This is an optimization exercise on Yosys and OpenROAD, whose aim is small area, a short achievable clock period and few clock cycles per item, not a production implementation.
Function was checked by simulation only, so behaviour that the tests miss may differ from the original.

## arc_point_hit_test_core
module arc_point_hit_test_core (
  input  logic               clk,
  input  logic               rst_n,
  input  logic               in_valid,
  output logic               in_ready,
  input  logic signed [31:0] in_point_x,
  input  logic signed [31:0] in_point_y,
  output logic               out_valid,
  input  logic               out_ready,
  output logic               out_hit,
  input  logic               cfg_valid,
  output logic               cfg_ready,
  input  logic [2:0]         cfg_index,
  input  logic [31:0]        cfg_wdata
);
  logic [31:0] cx_r, cy_r;
  logic [30:0] rad_r, tol_r;
  logic [15:0] sa_r, ea_r;
  logic        div_go_r;    
  assign cfg_ready = 1'b1;
  always_ff @(posedge clk) begin
    if (!rst_n) begin
      cx_r <= '0; cy_r <= '0; rad_r <= '0; tol_r <= '0; sa_r <= '0; ea_r <= '0;
    end else if (cfg_valid) begin
      case (cfg_index)
        3'd0: cx_r  <= cfg_wdata;
        3'd1: cy_r  <= cfg_wdata;
        3'd2: rad_r <= cfg_wdata[30:0];
        3'd3: sa_r  <= cfg_wdata[15:0];
        3'd4: ea_r  <= cfg_wdata[15:0];
        3'd5: tol_r <= cfg_wdata[30:0];
        default: ;
      endcase
    end
  end
  always_ff @(posedge clk) begin
    if (!rst_n) div_go_r <= 1'b0;
    else        div_go_r <= cfg_valid && (cfg_index == 3'd2 || cfg_index == 3'd5);
  end
  logic [4:0] div_cnt_r;
  logic        lo_ok_r;
  logic [31:0] h_hi, h_lo;
  logic [32:0] h_lo_full;
  assign h_hi      = {1'b0, rad_r} + {1'b0, tol_r};
  assign h_lo_full = {2'b0, rad_r} - {2'b0, tol_r} - 33'd1;
  assign h_lo      = h_lo_full[31:0];
  logic [31:0] rem_hi_r;
  logic [1:0]  hb_hi_r;
  logic [32:0] q_hi_r;
  logic [31:0] rem_lo_r;
  logic [1:0]  hb_lo_r;
  logic [32:0] q_lo_r;
  always_ff @(posedge clk) begin
    if (!rst_n) begin
      div_cnt_r <= '0;
      lo_ok_r   <= 1'b1;
      q_hi_r    <= '0;
      q_lo_r    <= '0;
    end else if (div_go_r) begin
      div_cnt_r <= 5'd17;
      lo_ok_r   <= h_lo_full[32];
    end else if (div_cnt_r != '0) begin
      div_cnt_r <= div_cnt_r - 1'b1;
      q_hi_r    <= {q_hi_r[30:0], qb_hi};
      q_lo_r    <= {q_lo_r[30:0], qb_lo};
    end
  end
  always_ff @(posedge clk) begin
    if (div_go_r) begin
  ...
For scale: about 14,000 cells after synthesis.
make LEC_CHECK=0 ABC_AREA=1 CAP_MARGIN=20 CORE_MARGIN=2 CORE_UTILIZATION=50 CTS_BUF_LIST='sky130_fd_sc_hd__clkbuf_4 sky130_fd_sc_hd__clkbuf_8' CTS_CLUSTER_DIAMETER=100 CTS_CLUSTER_SIZE=12 PLACE_DENSITY=0.8 SETUP_SLACK_MARGIN=4.0 SLEW_MARGIN=20 finish   # period 7.5 ns
run.sh (not shown) runs the stock make flow with config.mk's settings and CLKGATE_MAP_FILE= SYNTH_SCRIPT=/design/flow/synth_recipe.tcl, a recipe that flattens the netlist after the stock synthesis.
The starting point produced a clean layout.
Testbench counts at the start, summed over its fixed seeds: cycles 9,056, items 8,192.
Change:
- CORE_UTILIZATION: 50 -> 65
- CTS_CLUSTER_DIAMETER: 100 -> unset
- CTS_CLUSTER_SIZE: 12 -> unset
- PLACE_DENSITY: 0.8 -> 0.75
After rerunning: The new run completed with no timing, DRC or antenna violations. Routed wire length is higher by 6.6%. Setup slack gets better by 0.015 ns. Worst hold slack gets better by 0.013 ns.
Change:
- CORE_UTILIZATION: 65 -> 50
- CTS_CLUSTER_DIAMETER: unset -> 100
- CTS_CLUSTER_SIZE: unset -> 16
- PLACE_DENSITY: 0.75 -> unset
Worst hold slack gets better by 0.016 ns.
Via count drops by 5.3%.
Routed wire length drops by 0.89%.
Area after synthesis does not change.
Maximum frequency came out higher by about 1%.
Sequential share of layout area rose by 0.84 points.
Synthesized cell count is unchanged.
Setup slack gets better by 0.033 ns.
Change:
- CTS_CLUSTER_SIZE: 16 -> 12
- PLACE_DENSITY: unset -> 0.7
Routed wire length went down by 5.1%.
Worst hold slack degrades by 0.015 ns.
Design area is about the same.
Flip-flop and latch count is unchanged.
Change:
- CAP_MARGIN: 20 -> 10
- PLACE_DENSITY: 0.7 -> unset
- SLEW_MARGIN: 20 -> 10
After rerunning: The changed run produced a clean layout. Cell count stays flat. Sequential share of layout area hardly moves. Routed wire length rises by 5.5%. Core utilization rises by 0.12 points. Synthesized cell count stays the same.


Starting RTL as in the previous note.
Settings: LEC_CHECK=0, ABC_AREA=1, CAP_MARGIN=20, CORE_MARGIN=2, CORE_UTILIZATION=50, CTS_BUF_LIST=sky130_fd_sc_hd__clkbuf_4 sky130_fd_sc_hd__clkbuf_8, SETUP_SLACK_MARGIN=4.0, SLEW_MARGIN=20; clock period 7.5 ns.
Testbench counts at the start, summed over its fixed seeds: cycles 9,056, items 8,192.
Edit:
--- a/flow/config.mk
+++ b/flow/config.mk
@@ -11,4 +11,6 @@
 export CORE_UTILIZATION = 50
 export CTS_BUF_LIST = sky130_fd_sc_hd__clkbuf_4 sky130_fd_sc_hd__clkbuf_8
+export CTS_CLUSTER_DIAMETER = 100
+export CTS_CLUSTER_SIZE = 12
 export SETUP_SLACK_MARGIN = 4.0
 export SLEW_MARGIN = 20
What happened: Hold slack is worse by 0.027 ns; routed wire length decreases slightly; area after synthesis is unchanged; final cell count decreases slightly; critical path depth decreases by 12.

-- port drivers added, routing unchanged --
No port has a modelled driver above. Below, the same layouts with a new extraction and two added sets of constraints.
Step 1 (the two cells are an assumption about what drives the block):
set clk [get_ports {clk}]
set_driving_cell -lib_cell sky130_fd_sc_hd__clkbuf_16 $clk
set_driving_cell -lib_cell sky130_fd_sc_hd__buf_2 [delete_from_list [all_inputs] $clk]
Step 2 moves the port delays by t, midway between the first and last clock arrival at a register: inputs arrive t later, outputs are due t later. That takes back most of the time a late clock gives input paths.
a / b / c = ideal / step 1 / step 2; a / b = the first two.
run | t (ns) | setup slack, ns | hold WS [ns] | latest minus earliest clock arrival (ns) | worst register clock-pin slew, ns
the first run of note 1 | 1.059 | 4.015 / 4.080 / 3.021 | 0.292 / 0.292 / 0.292 | 0.054 / 0.054 | 0.10 / 0.10
the second run of note 1 | 1.132 | 4.029 / 3.994 / 3.078 | 0.305 / 0.305 / 0.305 | 0.080 / 0.080 | 0.07 / 0.07
the third run of note 1 | 1.022 | 4.063 / 4.063 / 3.193 | 0.321 / 0.321 / 0.321 | 0.068 / 0.067 | 0.12 / 0.12
the fourth run of note 1 | 1.056 | 4.130 / 4.058 / 3.192 | 0.306 / 0.306 / 0.306 | 0.063 / 0.064 | 0.11 / 0.11
the fifth run of note 1 | 1.042 | 4.124 / 4.037 / 3.208 | 0.286 / 0.286 / 0.286 | 0.064 / 0.064 | 0.10 / 0.10
the first run of note 2 | 1.129 | 4.085 / 4.045 / 3.167 | 0.313 / 0.313 / 0.313 | 0.097 / 0.098 | 0.08 / 0.08
the second run of note 2 | 1.040 | 4.125 / 4.037 / 3.185 | 0.286 / 0.286 / 0.286 | 0.064 / 0.064 | 0.10 / 0.10
After both steps setup and hold are still met in every run listed. For the first run of note 1, which loses most, drivers alone change the setup slack by +0.065 ns; drivers and shift together by -0.994 ns.
